This is an optimization exercise on Yosys and OpenROAD, whose aim is small area, a short achievable clock period and few clock cycles, not a production implementation. In this exercise RTL edits were held to simulation tests only and were not proved equivalent to the original. Power figures rest on the tool's default switching activity, not on a simulated workload.

==> inputs of run C <==
Design wallace_mult_apb, start of the top module:
module wallace_mult_apb (
  input  wire        clk,
  input  wire        rst_n,
  input  wire        psel,
  input  wire        penable,
  input  wire        pwrite,
  input  wire [7:0]  paddr,
  input  wire [31:0] pwdata,
  output wire [31:0] prdata,
  output wire        pready,
  output wire        pslverr
);
==> module wallace_mult_apb, before the edit <==
module wallace_mult_apb (
  input  wire        clk,
  input  wire        rst_n,
  input  wire        psel,
  input  wire        penable,
  input  wire        pwrite,
  input  wire [7:0]  paddr,
  input  wire [31:0] pwdata,
  output wire [31:0] prdata,
  output wire        pready,
  output wire        pslverr
);
  logic [15:0] op_a;
  logic [15:0] op_b;
  logic [17:0] op_a3;      
  logic [31:0] prod;       
  logic        ph1;        
  logic        ph2;        
  logic        ph3;        
  logic        acc_en;     
  logic        done;
  logic        a_ok;       
  logic        b_ok;       
  logic [1:0]  dig1;
  logic [1:0]  dig2;
  logic [1:0]  dig3;
  logic        we_a;       
  logic        we_b;       
  logic        rd_a;       
  logic        rd_b;       
  logic        sel_stat;
  logic        sel_prod;   
  logic        rd_prod;    
  logic        err_q;
  logic        start_setup;
  logic        pass0;
  logic        busy;
  logic        done_d;
  logic        a_ok_d;
  logic        b_ok_d;
  assign start_setup = psel & ~penable & pwrite &
                       (paddr == wallace_mult_pkg::ADDR_CTRL) &
                       pwdata[wallace_mult_pkg::CTRL_START_BIT];
  assign busy = ph2 | ph3;
  assign pass0 = start_setup & ~busy;
  assign done_d = rst_n & (ph3 | (done & ~ph1));
  assign a_ok_d = rst_n & (a_ok | we_a);
  assign b_ok_d = rst_n & (b_ok | we_b);
  logic [15:0] acc_in;
  logic [17:0] row [2];
  logic [19:0] csa_x;
  logic [19:0] csa_y;
  logic [19:0] csa_z;
  logic [19:0] csa_s;
  logic [19:0] csa_c;
  logic [19:0] mac;
  assign acc_in = {16{acc_en}} & prod[31:16];
  for (genvar j = 0; j < 2; j++) begin : g_row
    assign row[j] = ({18{dig1[j]}} & {2'b00, op_a}) |
                    ({18{dig2[j]}} & {1'b0, op_a, 1'b0}) |
                    ({18{dig3[j]}} & op_a3);
  end
  assign csa_x = 20'(acc_in);
  assign csa_y = 20'(row[0]);
  assign csa_z = 20'(row[1]) << 2;
  assign csa_s = csa_x ^ csa_y ^ csa_z;
  assign csa_c = ((csa_x & csa_y) | (csa_x & csa_z) | (csa_y & csa_z)) << 1;
  assign mac   = csa_s + csa_c;
  always_ff @(posedge clk) begin
    if (pass0 | ph1 | busy) begin
      prod <= {mac, prod[15:4]};
    end
  end
  logic [15:0] b_next;
  logic [3:0]  bits_next;
  assign b_next = we_b ? pwdata[15:0] : op_b;
  always_comb begin
    if (ph2)        bits_next = op_b[15:12];
    else if (ph1)   bits_next = op_b[11:8];
    else if (pass0) bits_next = op_b[7:4];
    else            bits_next = b_next[3:0];
  end
  always_ff @(posedge clk) begin
    for (int j = 0; j < 2; j++) begin
      dig1[j] <= a_ok_d & b_ok_d & (bits_next[2*j+1 -: 2] == 2'd1);
      dig2[j] <= a_ok_d & b_ok_d & (bits_next[2*j+1 -: 2] == 2'd2);
      dig3[j] <= a_ok_d & b_ok_d & (bits_next[2*j+1 -: 2] == 2'd3);
    end
  end
  always_ff @(posedge clk) begin
    ph1  <= rst_n & pass0;
    ph2  <= rst_n & ph1;
    ph3  <= rst_n & ph2;
    acc_en <= rst_n & (pass0 | ph1 | ph2);
    done <= done_d;
    a_ok <= a_ok_d;
    b_ok <= b_ok_d;
  end
  always_ff @(posedge clk) begin
    we_a     <= psel & ~penable & pwrite & (paddr == wallace_mult_pkg::ADDR_OPERAND_A);
    we_b     <= psel & ~penable & pwrite & (paddr == wallace_mult_pkg::ADDR_OPERAND_B);
    rd_a     <= (paddr == wallace_mult_pkg::ADDR_OPERAND_A) & a_ok_d;
    rd_b     <= (paddr == wallace_mult_pkg::ADDR_OPERAND_B) & b_ok_d;
    sel_stat <= (paddr == wallace_mult_pkg::ADDR_STATUS);
    sel_prod <= (paddr == wallace_mult_pkg::ADDR_PRODUCT) & done_d;
    rd_prod  <= (paddr == wallace_mult_pkg::ADDR_PRODUCT) & ~pwrite;
    err_q    <= ~((paddr == wallace_mult_pkg::ADDR_OPERAND_A) |
                  (paddr == wallace_mult_pkg::ADDR_OPERAND_B) |
                  (paddr == wallace_mult_pkg::ADDR_CTRL) |
                  (paddr == wallace_mult_pkg::ADDR_STATUS) |
                  (paddr == wallace_mult_pkg::ADDR_PRODUCT));
  end
  always_ff @(posedge clk) begin
    if (we_a) begin
      op_a  <= pwdata[15:0];
      op_a3 <= 18'(pwdata[15:0]) + 18'({pwdata[15:0], 1'b0});
    end
    if (we_b) op_b <= pwdata[15:0];
  end
  logic [31:0] rd_data;
  always_comb begin
    rd_data = {32{sel_prod}} & prod;
    rd_data[15:0] = rd_data[15:0] | ({16{rd_a}} & op_a) | ({16{rd_b}} & op_b);
    rd_data[wallace_mult_pkg::STATUS_BUSY_BIT] =
      rd_data[wallace_mult_pkg::STATUS_BUSY_BIT] | (sel_stat & busy);
    rd_data[wallace_mult_pkg::STATUS_DONE_BIT] =
      rd_data[wallace_mult_pkg::STATUS_DONE_BIT] | (sel_stat & done);
  end
  assign prdata  = rd_data;
  assign pready  = ~(rd_prod & ph3);
  assign pslverr = err_q;
endmodule
==> flow/config.mk <==
export PLATFORM = sky130hd
export DESIGN_NAME = wallace_mult_apb
export DESIGN_NICKNAME = wallace_mult_apb
export VERILOG_FILES = /design/flow/design.v
export SDC_FILE = /design/flow/constraint.sdc
export NUM_CORES = 4
export LEC_CHECK = 0
export ABC_AREA = 1
export CAP_MARGIN = 20
export CORE_MARGIN = 2
export CORE_UTILIZATION = 55
export SETUP_SLACK_MARGIN = 1.5
export SLEW_MARGIN = 20
==> flow/constraint.sdc <==
create_clock -name core_clock -period 5.0 [get_ports {clk}]
set_input_delay 1.0000 -clock core_clock [delete_from_list [all_inputs] [get_ports {clk}]]
set_output_delay 1.0000 -clock core_clock [all_outputs]
set_load 0.01 [all_outputs]
standard.sh (not shown) runs the stock make flow with config.mk's settings and CLKGATE_MAP_FILE= SYNTH_SCRIPT=/design/flow/synth_recipe.tcl, a recipe that flattens the netlist after the stock synthesis.
==> flow/flow/run.sh <==
#!/bin/bash
# The standard layout, with plain buffers (buf_2) instead of the default
# delay cells as the buffers on the input and output ports.
set -e
export BUFFER_PORTS_ARGS="-buffer_cell sky130_fd_sc_hd__buf_2"
bash standard.sh > standard.log 2>&1
==> inputs of run D, as changes to run C <==
--- a/flow/design.v
+++ b/flow/design.v
@@ -396,4 +396,8 @@
   always_ff @(posedge clk) begin
-    if (we_a) begin
+    if (!rst_n) begin
+      op_a  <= '0;
+    end else if (we_a) begin
       op_a  <= pwdata[15:0];
+    end
+    if (we_a) begin
       op_a3 <= 18'(pwdata[15:0]) + 18'({pwdata[15:0], 1'b0});
==> flow/flow/run.sh (replaced) <==
#!/bin/bash
# The standard layout, with two changes:
#  - plain buffers (buf_2) instead of the default delay cells as the buffers
#    on the input and output ports;
#  - clock tree synthesis without dummy loads on the clock tree's leaves.
set -e
export BUFFER_PORTS_ARGS="-buffer_cell sky130_fd_sc_hd__buf_2"
export CTS_ARGS="-sink_clustering_enable -repair_clock_nets -buf_list sky130_fd_sc_hd__clkbuf_8 -dont_use_dummy_load"
bash standard.sh > standard.log 2>&1
- CTS_BUF_LIST: unset -> sky130_fd_sc_hd__clkbuf_8
- SETUP_SLACK_MARGIN: 1.5 -> 2.0
==> inputs of run A, as changes to run C <==
- CELL_PAD_IN_SITES_DETAIL_PLACEMENT: unset -> 1
- CELL_PAD_IN_SITES_GLOBAL_PLACEMENT: unset -> 2
==> inputs of run G, as changes to run C <==
==> flow/flow/run.sh (replaced) <==
#!/bin/bash
# The standard layout, with plain buffers (buf_1) instead of the default
# delay cells as the buffers on the input and output ports.
set -e
export BUFFER_PORTS_ARGS="-buffer_cell sky130_fd_sc_hd__buf_1"
bash standard.sh > standard.log 2>&1
- ABC_AREA: 1 -> unset
- CELL_PAD_IN_SITES_DETAIL_PLACEMENT: unset -> 1
- CELL_PAD_IN_SITES_GLOBAL_PLACEMENT: unset -> 2
==> summary of the runs <==
Non-clock buffer count, highest first: run G, run D, run C. Worst hold slack: run C > run D > run G. Against run G, the combinational power of run C is larger by about 10%. Cell area, lowest first: run G, run D, run C. Clock skew, highest first: run D, run G, run C. Fmax, lowest first: run G, run C, run D. Run G completed with no timing, DRC or antenna violations. Run A did not get past 3_1_place_gp_skip_io. Run D completed with no timing, DRC or antenna violations. Run C produced a clean layout. Between run G and run D, the lower sequential share of layout area is in run D (gap 5.2 points).
Testbench counts of run C, summed over its fixed seeds: cycles 21,608.
Testbench counts of run D, summed over its fixed seeds: cycles 21,608.
Testbench counts of run A, summed over its fixed seeds: cycles 21,608.
Testbench counts of run G, summed over its fixed seeds: cycles 21,608.

[afterwards: timing with drivers on the ports]
In the flow no input, the clock included, has a driving cell. The finished layouts below were timed again as built, in two steps. Step 1 (the two cells are an assumption about what drives the block):
set clk [get_ports {clk}]
set_driving_cell -lib_cell sky130_fd_sc_hd__clkbuf_16 $clk
set_driving_cell -lib_cell sky130_fd_sc_hd__buf_2 [delete_from_list [all_inputs] $clk]
Step 2 moves the port delays by t, midway between the first and last clock arrival at a register: inputs arrive t later, outputs are due t later. That takes back most of the time a late clock gives input paths. Three values: ideal, step 1, step 2; two values: the first two.
run	t (ns)	slack for setup (ns)	worst hold slack (ns)	worst register clock-pin slew, ns	worst data-port slew with drivers (ns)
run C	0.389	1.871 / 1.871 / 1.871	0.467 / 0.467 / 0.467	0.07 / 0.07	0.03
run D	0.404	2.234 / 2.234 / 1.973	0.466 / 0.466 / 0.466	0.11 / 0.11	0.03
run G	0.404	1.572 / 1.572 / 1.572	0.464 / 0.464 / 0.464	0.10 / 0.10	0.04
After both steps setup and hold are still met in every run listed. The setup slack of run D, which loses most, moves by 0.000 ns with the drivers and by -0.261 ns with both steps.
